From an optimization exercise on the open Yosys and OpenROAD flow, aimed at small area; shortcuts taken in it are not production practice. In this exercise RTL edits were held to simulation tests only and were not proved equivalent to the original. Power figures rest on the tool's default switching activity, not on a simulated workload. The flow treats the clock pin as an ideal source, which a real chip does not have.

==> 10-01 <==
// rv_pipeline_top
module rv_pipeline_top (
  input  logic          clk,
  input  logic          reset,
  input  rv_pkg::word_t instr,
  input  rv_pkg::word_t read_data,
  output rv_pkg::word_t pc,
  output logic          mem_write,
  output rv_pkg::word_t data_addr,
  output rv_pkg::word_t write_data
);
Settings: LEC_CHECK=0, CAP_MARGIN=10, CORE_MARGIN=2, CORE_UTILIZATION=45, CTS_BUF_LIST=sky130_fd_sc_hd__clkbuf_16, CTS_CLUSTER_DIAMETER=80, CTS_CLUSTER_SIZE=30, PLACE_DENSITY=0.55, SETUP_SLACK_MARGIN=0.2, SLEW_MARGIN=10, SYNTH_HIERARCHICAL=1; clock period 10.0 ns.
standard.sh (not shown) runs the stock make flow with config.mk's settings and CLKGATE_MAP_FILE= SYNTH_SCRIPT=/design/flow/synth_recipe.tcl, a recipe that flattens the netlist after the stock synthesis.
==> flow/flow/run.sh <==
#!/bin/bash
# The standard layout (standard.sh: standard synthesis, floorplan, place,
# CTS, route), with two changes: ports are buffered with buf_1 instead of the
# resizer's default pick, and CTS inserts no dummy loads.
set -o pipefail
export BUFFER_PORTS_ARGS="-buffer_cell sky130_fd_sc_hd__buf_1"
export GPL_KEEP_OVERFLOW=0
export CTS_ARGS="-sink_clustering_enable -repair_clock_nets -dont_use_dummy_load -buf_list sky130_fd_sc_hd__clkbuf_16 -sink_clustering_size 34 -sink_clustering_max_diameter 85"
bash standard.sh > standard.log 2>&1
==> 02-13: changes against 10-01 <==
- CAP_MARGIN: 10 -> 0
- SETUP_SLACK_MARGIN: 0.2 -> not set
- SLEW_MARGIN: 10 -> 0
==> 09-08: changes against 10-01 <==
==> flow/flow/run.sh (replaced) <==
#!/bin/bash
# The standard layout (standard.sh: standard synthesis, floorplan, place,
# CTS, route), with two changes: ports are buffered with buf_1 instead of the
# resizer's default pick, and CTS inserts no dummy loads.
set -o pipefail
export BUFFER_PORTS_ARGS="-buffer_cell sky130_fd_sc_hd__buf_1"
export CTS_ARGS="-sink_clustering_enable -repair_clock_nets -dont_use_dummy_load -buf_list sky130_fd_sc_hd__clkbuf_16 -sink_clustering_size 30 -sink_clustering_max_diameter 80"
bash standard.sh > standard.log 2>&1
- CAP_MARGIN: 10 -> 0
- CORE_UTILIZATION: 45 -> 60
- GPL_TIMING_DRIVEN: not set -> 0
- PLACE_DENSITY: 0.55 -> 0.7
- SETUP_SLACK_MARGIN: 0.2 -> not set
- SLEW_MARGIN: 10 -> 0
==> comparison table <==
|  | 10-01 | 09-08 | 02-13 |
|---|---|---|---|
| HPWL after detailed placement | 96530 um | 97200 um | 96320 um |
| Placeable core region | 77080 um^2 | 57590 um^2 | 77080 um^2 |
| Required time of the critical path | 10450 ps | 10480 ps | 10510 ps |
| Diode count | 0 | 2 | 3 |
| Number of logic stages on the critical path including buffering | 21 | 23 | 22 |
| Routing usage on met2 | 51.96% | 69.65% | 51.26% |
| Final-stage net count | 2939 | 3064 | 2933 |
| Largest stage delay, worst path | 640 ps | 1130 ps | 690 ps |
| Number of inserted filler cells in the final layout | 6949 | 4086 | 7001 |
| Status | finished clean | finished with violations | finished with violations |
| Reasons for failing layout checks | - | capacitance limit, slew limit | capacitance limit, slew limit |
| Total buffers and inverters traversed by the critical path | 4 | 5 | 4 |
| Total combinational power | 0.000219 W | 0.000255 W | 0.000217 W |
| Slew margin rel. | 6.127% | -0.7994% | -3.346% |

==> inputs of v24 <==
==> flow/design.v <==
`default_nettype none
package rv_pkg;
  localparam int xlen = 32;
  typedef logic [xlen-1:0] word_t;
  typedef logic [4:0]      reg_addr_t;
  localparam word_t nop_instr = 32'h0000_0013;
  localparam logic [6:0] op_load    = 7'b0000011;
  localparam logic [6:0] op_store   = 7'b0100011;
  localparam logic [6:0] op_imm     = 7'b0010011;
  localparam logic [6:0] op_reg     = 7'b0110011;
  localparam logic [6:0] op_branch  = 7'b1100011;
  localparam logic [6:0] op_jal     = 7'b1101111;
  localparam logic [6:0] op_custom0 = 7'b0001011;
  localparam logic [2:0] f3_beq  = 3'b000;
  localparam logic [2:0] f3_bne  = 3'b001;
  localparam logic [2:0] f3_blt  = 3'b100;
  localparam logic [2:0] f3_bge  = 3'b101;
  localparam logic [2:0] f3_bltu = 3'b110;
  localparam logic [2:0] f3_bgeu = 3'b111;
  localparam logic [1:0] aluc_add   = 2'b00;
  localparam logic [1:0] aluc_sub   = 2'b01;
  localparam logic [1:0] aluc_funct = 2'b10;
  localparam logic [1:0] fwd_none = 2'b00;
  localparam logic [1:0] fwd_mem  = 2'b01;
  localparam logic [1:0] fwd_wb   = 2'b10;
  typedef enum logic [4:0] {
    alu_add, alu_sub, alu_and, alu_or, alu_xor,
    alu_slt, alu_sltu, alu_sll, alu_srl, alu_sra,
    alu_andn, alu_orn, alu_xnor, alu_min, alu_max,
    alu_minu, alu_maxu, alu_rol, alu_ror, alu_abs
  } alu_op_e;
  typedef struct packed {
    logic       reg_write;
    logic       mem_write;
    logic       mem_to_reg;
    logic       alu_src;
    logic       branch;
    logic       jump;
    logic [1:0] alu_op;
  } ctrl_t;
  typedef struct packed {
    ctrl_t      ctrl;
    word_t      pc;
    word_t      rs1_val;
    word_t      rs2_val;
    word_t      imm;
    reg_addr_t  rs1;
    reg_addr_t  rs2;
    reg_addr_t  rd;
    logic [2:0] funct3;
    logic [6:0] funct7;
    logic [6:0] opcode;
  } id_ex_t;
  typedef struct packed {
    logic      reg_write;
    logic      mem_write;
    logic      mem_to_reg;
    word_t     alu_out;
    word_t     store_data;
    reg_addr_t rd;
  } ex_mem_t;
  typedef struct packed {
    logic      we;
    reg_addr_t rd;
    word_t     value;
  } wb_bus_t;
endpackage
`default_nettype wire
`timescale 1ns/100ps
`default_nettype none
module reg_file (
  input  logic       clk,
  input  logic [4:0] rs1,
  input  logic [4:0] rs2,
  input  logic [4:0] rd,
  input  logic       we,
  input  logic       clr,
  input  logic [7:0] wd,
  output logic [7:0] rs1_chunk,
  output logic [7:0] rs2_chunk
);
  logic [31:0] regs [32];
  assign regs[0] = '0;
  for (genvar i = 1; i < 32; i++) begin : g_reg
    logic wr;
    assign wr = clr || (we && rd == 5'(i));
    always_ff @(posedge clk) begin
      regs[i] <= {wr ? wd : regs[i][7:0], regs[i][31:8]};
    end
  end
  logic [4:0] ra;
  logic [4:0] rb;
  assign ra = clr ? 5'd0 : rs1;
  assign rb = clr ? 5'd0 : rs2;
  always_comb begin
    rs1_chunk = regs[ra][7:0];
    rs2_chunk = regs[rb][7:0];
  end
endmodule
`default_nettype wire
`timescale 1ns/100ps
`default_nettype none
module rv_pipeline_top (
  input  logic          clk,
  input  logic          reset,
  input  rv_pkg::word_t instr,
  input  rv_pkg::word_t read_data,
  output rv_pkg::word_t pc,
  output logic          mem_write,
  output rv_pkg::word_t data_addr,
  output rv_pkg::word_t write_data
);
  logic [1:0] ph;      
  logic       ps;      
  logic       clr;     
  always_ff @(posedge clk or posedge reset) begin
    if (reset) begin
      ph  <= 2'd0;
      ps  <= 1'b0;
      clr <= 1'b1;
    end else begin
      ph <= {ph[1] ^ ph[0], ~ph[0]};
      if (ph == 2'd3) begin
        ps  <= ~ps;
        clr <= 1'b0;
      end
    end
  end
  function automatic logic [8:0] add8(input logic [7:0] x, input logic [7:0] y, input logic c);
    logic [7:0] o;
    logic       k;
    k = c;
    for (int i = 0; i < 8; i++) begin
      o[i] = x[i] ^ y[i] ^ k;
      k    = (x[i] & y[i]) | (x[i] & k) | (y[i] & k);
    end
    add8 = {k, o};
  endfunction
  logic last;
  assign last = ps && ph == 2'd3;
  logic [6:0] opc;
  logic [2:0] f3;
  logic [4:0] rs1, rs2, rd;
  logic [4:0] cf;
  logic       b30;
  assign opc = instr[6:0];
  assign f3  = instr[14:12];
  assign rd  = instr[11:7];
  assign rs1 = instr[19:15];
  assign rs2 = instr[24:20];
  assign cf  = {instr[26:25], instr[14:12]};
  assign b30 = instr[30];
  logic is_load, is_store, is_imm, is_op, is_cus, is_br, is_jal;
  assign is_load  = opc == rv_pkg::op_load;
  assign is_store = opc == rv_pkg::op_store;
  assign is_imm   = opc == rv_pkg::op_imm;
  assign is_op    = opc == rv_pkg::op_reg;
  assign is_cus   = opc == rv_pkg::op_custom0;
  assign is_br    = opc == rv_pkg::op_branch;
  assign is_jal   = opc == rv_pkg::op_jal;
  logic alu_f;    
  assign alu_f = is_imm || is_op;
  logic o_sub, o_and, o_or, o_xor, o_slt, o_sltu, o_sll, o_srx, o_sra;
  logic c_andn, c_orn, c_xnor, c_min, c_max, c_minu, c_maxu, c_rol, c_ror, c_abs;
  assign o_sub  = is_op && f3 == 3'b000 && b30;
  assign o_sll  = alu_f && f3 == 3'b001;
  assign o_slt  = alu_f && f3 == 3'b010;
  assign o_sltu = alu_f && f3 == 3'b011;
  assign o_xor  = alu_f && f3 == 3'b100;
  assign o_srx  = alu_f && f3 == 3'b101;
  assign o_sra  = o_srx && b30;
  assign o_or   = alu_f && f3 == 3'b110;
  assign o_and  = alu_f && f3 == 3'b111;
  assign c_andn = is_cus && cf == 5'b00_000;
  assign c_orn  = is_cus && cf == 5'b00_001;
  assign c_xnor = is_cus && cf == 5'b00_010;
  assign c_min  = is_cus && cf == 5'b01_000;
  assign c_max  = is_cus && cf == 5'b01_001;
  assign c_minu = is_cus && cf == 5'b01_010;
  assign c_maxu = is_cus && cf == 5'b01_011;
  assign c_rol  = is_cus && cf == 5'b10_000;
  assign c_ror  = is_cus && cf == 5'b10_001;
  assign c_abs  = is_cus && cf == 5'b11_000;
  logic k_shift, k_left, k_slt, k_mm, k_logic, k_sub_p1;
  assign k_shift  = o_sll || o_srx || c_rol || c_ror;
  assign k_left   = o_sll || c_rol;
  assign k_slt    = o_slt || o_sltu;
  assign k_mm     = c_min || c_max || c_minu || c_maxu;
  assign k_logic  = o_and || o_or || o_xor || c_andn || c_orn || c_xnor;
  assign k_sub_p1 = k_slt || k_mm || is_br;
  logic writes;
  assign writes = (is_imm || is_op || is_cus || is_load || is_jal) && rd != 5'd0;
  logic [31:0] t_q;      
  logic [31:0] da_q;     
  logic        cy_q;     
  logic        eq_q;     
  logic        flag_q;   
  logic [31:1] pc_q;
  logic        pcy_q;    
  logic        pcout;
  logic [7:0]  t_in;
  logic [7:0] ra_c, rb_c, res;
  reg_file u_rf (
    .clk       (clk),
    .rs1       (rs1),
    .rs2       (rs2),
    .rd        (rd),
    .we        (ps && writes),
    .clr       (clr),
    .wd        (ps ? res : 8'd0),
    .rs1_chunk (ra_c),
    .rs2_chunk (rb_c)
  );
  logic [31:0] pc32;
  assign pc32 = {pc_q, 1'b0};
  logic [7:0] pc_c, rd_c;
  always_comb begin
    case (ph)
      2'd0: begin pc_c = pc32[7:0];   rd_c = read_data[7:0];   end
      2'd1: begin pc_c = pc32[15:8];  rd_c = read_data[15:8];  end
      2'd2: begin pc_c = pc32[23:16]; rd_c = read_data[23:16]; end
      default: begin pc_c = pc32[31:24]; rd_c = read_data[31:24]; end
    endcase
  end
  logic       sgn;
  logic [7:0] imm_c;
  assign sgn = instr[31];
  always_comb begin
    case (ph)
      2'd0: imm_c = {instr[27:25], is_store ? instr[11:7] : instr[24:20]};
      2'd1: imm_c = {{4{sgn}}, instr[31:28]};
      default: imm_c = {8{sgn}};
    endcase
  end
  logic [7:0] a_c, b_c;
  logic       inv_a, inv_b, cin0;
  always_comb begin
    a_c   = ra_c;
    b_c   = (is_imm || is_load || is_store) ? imm_c : rb_c;
    inv_a = 1'b0;
    inv_b = 1'b0;
    cin0  = 1'b0;
    if (!ps) begin
      if (k_shift) b_c = 8'd0;
      if (k_sub_p1) begin
        inv_b = 1'b1;
        cin0  = 1'b1;
      end
    end else begin
      if (is_jal) begin
        a_c = pc_c;
        b_c = (ph == 2'd0) ? 8'd4 : 8'd0;
      end
      if (o_sub) begin
        inv_b = 1'b1;
        cin0  = 1'b1;
      end
      if (c_andn || c_orn || c_xnor) inv_b = 1'b1;
      if (c_abs) begin
        b_c   = 8'd0;
        inv_a = flag_q;
        cin0  = flag_q;
      end
    end
  end
  logic [7:0] ai, bi, sum;
  logic       cin, cout;
  assign ai  = a_c ^ {8{inv_a}};
  assign bi  = b_c ^ {8{inv_b}};
  assign cin = (ph == 2'd0) ? cin0 : cy_q;
  assign {cout, sum} = add8(ai, bi, cin);
  logic eq_all, lts, ltu, taken, flag_d;
  assign eq_all = (ph == 2'd0 || eq_q) && sum == 8'd0;
  assign ltu    = ~cout;
  assign lts    = (a_c[7] != b_c[7]) ? a_c[7] : sum[7];
  always_comb begin
    case (f3)
      3'b000:  taken = eq_all;
      3'b001:  taken = ~eq_all;
      3'b100:  taken = lts;
      3'b101:  taken = ~lts;
      3'b110:  taken = ltu;
      3'b111:  taken = ~ltu;
      default: taken = 1'b0;
    endcase
    if (is_br)
      flag_d = taken;
    else if (o_sltu || c_minu || c_maxu)
      flag_d = ltu;
    else if (o_slt || c_min || c_max)
      flag_d = lts;
    else
      flag_d = ra_c[7];
  end
  logic [4:0]  s_amt;
  logic [5:0]  sr;
  logic [2:0]  c_lo, c_hi;
  logic [7:0]  z_lo, z_hi, shres;
  logic [15:0] zw;
  logic        fill;
  assign s_amt = t_q[4:0];
  assign sr    = k_left ? (6'd32 - {1'b0, s_amt}) : {1'b0, s_amt};
  assign c_lo  = {1'b0, ph} + sr[5:3];
  assign c_hi  = c_lo + 3'd1;
  assign fill  = o_sra && flag_q;
  function automatic logic [7:0] zchunk(input logic [2:0] c, input logic [31:0] w,
                                        input logic zero_lo, input logic fill_hi,
                                        input logic fbit);
    logic [7:0] x;
    case (c[1:0])
      2'd0: x = w[7:0];
      2'd1: x = w[15:8];
      2'd2: x = w[23:16];
      default: x = w[31:24];
    endcase
    if (c[2])
      zchunk = fill_hi ? {8{fbit}} : x;
    else
      zchunk = zero_lo ? 8'd0 : x;
  endfunction
  assign z_lo  = zchunk(c_lo, da_q, o_sll, o_srx, fill);
  assign z_hi  = zchunk(c_hi, da_q, o_sll, o_srx, fill);
  assign zw    = {z_hi, z_lo} >> sr[2:0];
  assign shres = zw[7:0];
  always_comb begin
    if (k_shift)
      res = shres;
    else if (is_load)
      res = rd_c;
    else if (k_slt)
      res = {7'd0, flag_q && ph == 2'd0};
    else if (k_mm)
      res = (flag_q ^ (c_max || c_maxu)) ? ra_c : rb_c;
    else if (o_and || c_andn)
      res = a_c & bi;
    else if (o_or || c_orn)
      res = a_c | bi;
    else if (o_xor || c_xnor)
      res = a_c ^ bi;
    else
      res = sum;
  end
  always_ff @(posedge clk) begin
    cy_q <= cout;
    eq_q <= eq_all;
    t_q  <= {t_in, t_q[31:8]};
    pcy_q <= pcout;
    if (!ps && ph == 2'd3) flag_q <= flag_d;
    if (!ps) da_q <= {sum, da_q[31:8]};
  end
  logic [31:0] imm_bj, off;
  logic [7:0]  off_c, nxt;
  assign imm_bj = is_jal ? {{12{instr[31]}}, instr[19:12], instr[20], instr[30:21], 1'b0}
                         : {{20{instr[31]}}, instr[7], instr[30:25], instr[11:8], 1'b0};
  assign off = (is_jal || (is_br && flag_q)) ? imm_bj : 32'd4;
  always_comb begin
    case (ph)
      2'd0: off_c = off[7:0];
      2'd1: off_c = off[15:8];
      2'd2: off_c = off[23:16];
      default: off_c = off[31:24];
    endcase
  end
  assign {pcout, nxt} = add8(pc_c, off_c, ph != 2'd0 && pcy_q);
  always_comb begin
    if (ps)
      t_in = nxt;
    else if (k_shift && ph != 2'd0)
      t_in = t_q[31:24];
    else if (is_imm)
      t_in = imm_c;
    else
      t_in = rb_c;
  end
  always_ff @(posedge clk or posedge reset) begin
    if (reset) begin
      pc_q <= '0;
    end else if (last) begin
      pc_q <= {nxt, t_q[31:9]};
    end
  end
  assign pc         = pc32;
  assign mem_write  = is_store && ps && ph == 2'd0;
  assign data_addr  = da_q;
  assign write_data = t_q;
endmodule
`default_nettype wire
==> flow/flow/run.sh <==
#!/bin/bash
set -o pipefail
cp standard.sh standard.sh.txt 2>/dev/null
export BUFFER_PORTS_ARGS="-buffer_cell sky130_fd_sc_hd__buf_1"
export CTS_ARGS="-sink_clustering_enable -repair_clock_nets -dont_use_dummy_load -buf_list sky130_fd_sc_hd__clkbuf_16 -sink_clustering_size 30 -sink_clustering_max_diameter 80"
bash standard.sh > standard.log 2>&1
==> flow/standard.sh <==
#!/bin/bash
# synth_recipe.tcl (not shown) runs the flow's synth.tcl, then flattens the netlist and writes it again
# the make line also repeats each setting of config.mk as NAME=value (left out here)
make -C /OpenROAD-flow-scripts/flow DESIGN_CONFIG=/design/flow/config.mk WORK_HOME=/design/flow/orfs CLKGATE_MAP_FILE= SYNTH_SCRIPT=/design/flow/synth_recipe.tcl "${@:-finish}"
==> flow/config.mk <==
export PLATFORM = sky130hd
export DESIGN_NAME = rv_pipeline_top
export DESIGN_NICKNAME = rv_pipeline_top
export VERILOG_FILES = /design/flow/design.v
export SDC_FILE = /design/flow/constraint.sdc
export NUM_CORES = 4
export LEC_CHECK = 0
export CAP_MARGIN = 0
export CORE_MARGIN = 2
export CORE_UTILIZATION = 45
export CTS_BUF_LIST = sky130_fd_sc_hd__clkbuf_16
export CTS_CLUSTER_DIAMETER = 80
export CTS_CLUSTER_SIZE = 30
export PLACE_DENSITY = 0.55
export SLEW_MARGIN = 0
export SYNTH_HIERARCHICAL = 1
==> flow/constraint.sdc <==
create_clock -name core_clock -period 10.0 [get_ports {clk}]
set_input_delay 2.0000 -clock core_clock [delete_from_list [all_inputs] [get_ports {clk}]]
set_output_delay 2.0000 -clock core_clock [all_outputs]
set_load 0.01 [all_outputs]
==> inputs of v26, as changes to v24 <==
--- a/flow/design.v
+++ b/flow/design.v
@@ -89,11 +89,7 @@
     end
   end
-  logic [4:0] ra;
-  logic [4:0] rb;
-  assign ra = clr ? 5'd0 : rs1;
-  assign rb = clr ? 5'd0 : rs2;
   always_comb begin
-    rs1_chunk = regs[ra][7:0];
-    rs2_chunk = regs[rb][7:0];
+    rs1_chunk = clr ? 8'd0 : regs[rs1][7:0];
+    rs2_chunk = clr ? 8'd0 : regs[rs2][7:0];
   end
 endmodule
@@ -323,21 +319,23 @@
   assign zw    = {z_hi, z_lo} >> sr[2:0];
   assign shres = zw[7:0];
+  logic [7:0] res_o;
+  logic       use_sum;
+  assign use_sum = !(k_shift || is_load || k_slt || k_mm || k_logic);
   always_comb begin
     if (k_shift)
-      res = shres;
+      res_o = shres;
     else if (is_load)
-      res = rd_c;
+      res_o = rd_c;
     else if (k_slt)
-      res = {7'd0, flag_q && ph == 2'd0};
+      res_o = {7'd0, flag_q && ph == 2'd0};
     else if (k_mm)
-      res = (flag_q ^ (c_max || c_maxu)) ? ra_c : rb_c;
+      res_o = (flag_q ^ (c_max || c_maxu)) ? ra_c : rb_c;
     else if (o_and || c_andn)
-      res = a_c & bi;
+      res_o = a_c & bi;
     else if (o_or || c_orn)
-      res = a_c | bi;
-    else if (o_xor || c_xnor)
-      res = a_c ^ bi;
+      res_o = a_c | bi;
     else
-      res = sum;
+      res_o = a_c ^ bi;
+    res = use_sum ? sum : res_o;
   end
   always_ff @(posedge clk) begin
==> flow/flow/run.sh (replaced) <==
#!/bin/bash
# The standard layout (standard.sh: standard synthesis, floorplan, place,
# CTS, route), with two changes: ports are buffered with buf_1 instead of the
# resizer's default pick, and CTS inserts no dummy loads.
set -o pipefail
export BUFFER_PORTS_ARGS="-buffer_cell sky130_fd_sc_hd__buf_1"
export CTS_ARGS="-sink_clustering_enable -repair_clock_nets -dont_use_dummy_load -buf_list sky130_fd_sc_hd__clkbuf_16 -sink_clustering_size 34 -sink_clustering_max_diameter 85"
bash standard.sh > standard.log 2>&1
==> comparison <==
- Between v26 and v24, the lower non-clock buffer count is in v26 (gap 17).
- Between v24 and v26, the lower critical path depth is in v24 (gap 1).
- Clock skew: v26 is higher than v24 (29 ps).
- In sequential power, v24 and v26 hardly differ.
- Of v24 and v26, v24 has the higher total power (gap about 1.8%, measured against v26).
- Sequential cell count is the same in v26 and v24.
- In v24 the setup slack is worse than in v26, by 310 ps.
==> figures <==
|  | v26 | v24 |
|---|---|---|
| Result of the run | timing/DRC/antenna clean | timing/DRC/antenna clean |
| Maximum cell stage delay along the critical path | 730 ps | 790 ps |
| Source of the worst hold timing path | u_rf.regs[15][30] | u_rf.regs[28][15] |
| Final design area excluding fillers | 38,200 sq um | 38,490 sq um |
| Maximum number of pins on one net before global-route repair | 40 | 36 |
| Detail Route met3 WL | 8176 um | 6983 um |
| Die area | 79,730 sq um | 79,400 sq um |
| Power Dens Cells | 173.5 nW/um^2 | 175.3 nW/um^2 |
| Logic inverters | 50 | 54 |
| Multi-input logic portion of the cell area | 30.35% | 29.99% |
| Area share of fa/ha/maj cells after synthesis | 1.830% | 1.838% |
| Avg Vias per Cell | 5.843 | 5.783 |
| Area fraction in compound gates after synthesis | 10.75% | 9.491% |
| Final RePlAce weighted congestion | 1.048 | 1.002 |
| Area of the core region | 77,080 sq um | 76,200 sq um |
| Largest fanout on the critical path | 31 | 16 |

-- static timing again, ports no longer ideal --
No port has a modelled driver above. Below, the same layouts with a new extraction and two added sets of constraints. Step 1 (the two cells are an assumption about what drives the block):
set clk [get_ports {clk}]
set_driving_cell -lib_cell sky130_fd_sc_hd__clkbuf_16 $clk
set_driving_cell -lib_cell sky130_fd_sc_hd__buf_2 [delete_from_list [all_inputs] $clk]
Step 2, shift: input delay + t, output delay - t, t = (earliest + latest rising clock arrival at the registers) / 2. This alone moves slack from input paths to output paths. Three values: no drivers, after step 1, after step 2; two values: the first two.
| run | t, ns | slack for setup (ns) | worst hold slack (ns) |
|---|---|---|---|
| 10-01 | 0.645 | 0.374 / 0.397 / -0.248 | 0.267 / 0.267 / 0.267 |
| 02-13 | 0.652 | 0.215 / 0.258 / -0.394 | 0.251 / 0.251 / 0.251 |
| 09-08 | 0.672 | 0.151 / 0.187 / -0.485 | 0.268 / 0.268 / 0.268 |
| v24 | 0.660 | 0.675 / 0.706 / 0.046 | 0.251 / 0.251 / 0.251 |
| v26 | 0.662 | 0.984 / 1.010 / 0.348 | 0.244 / 0.244 / 0.244 |
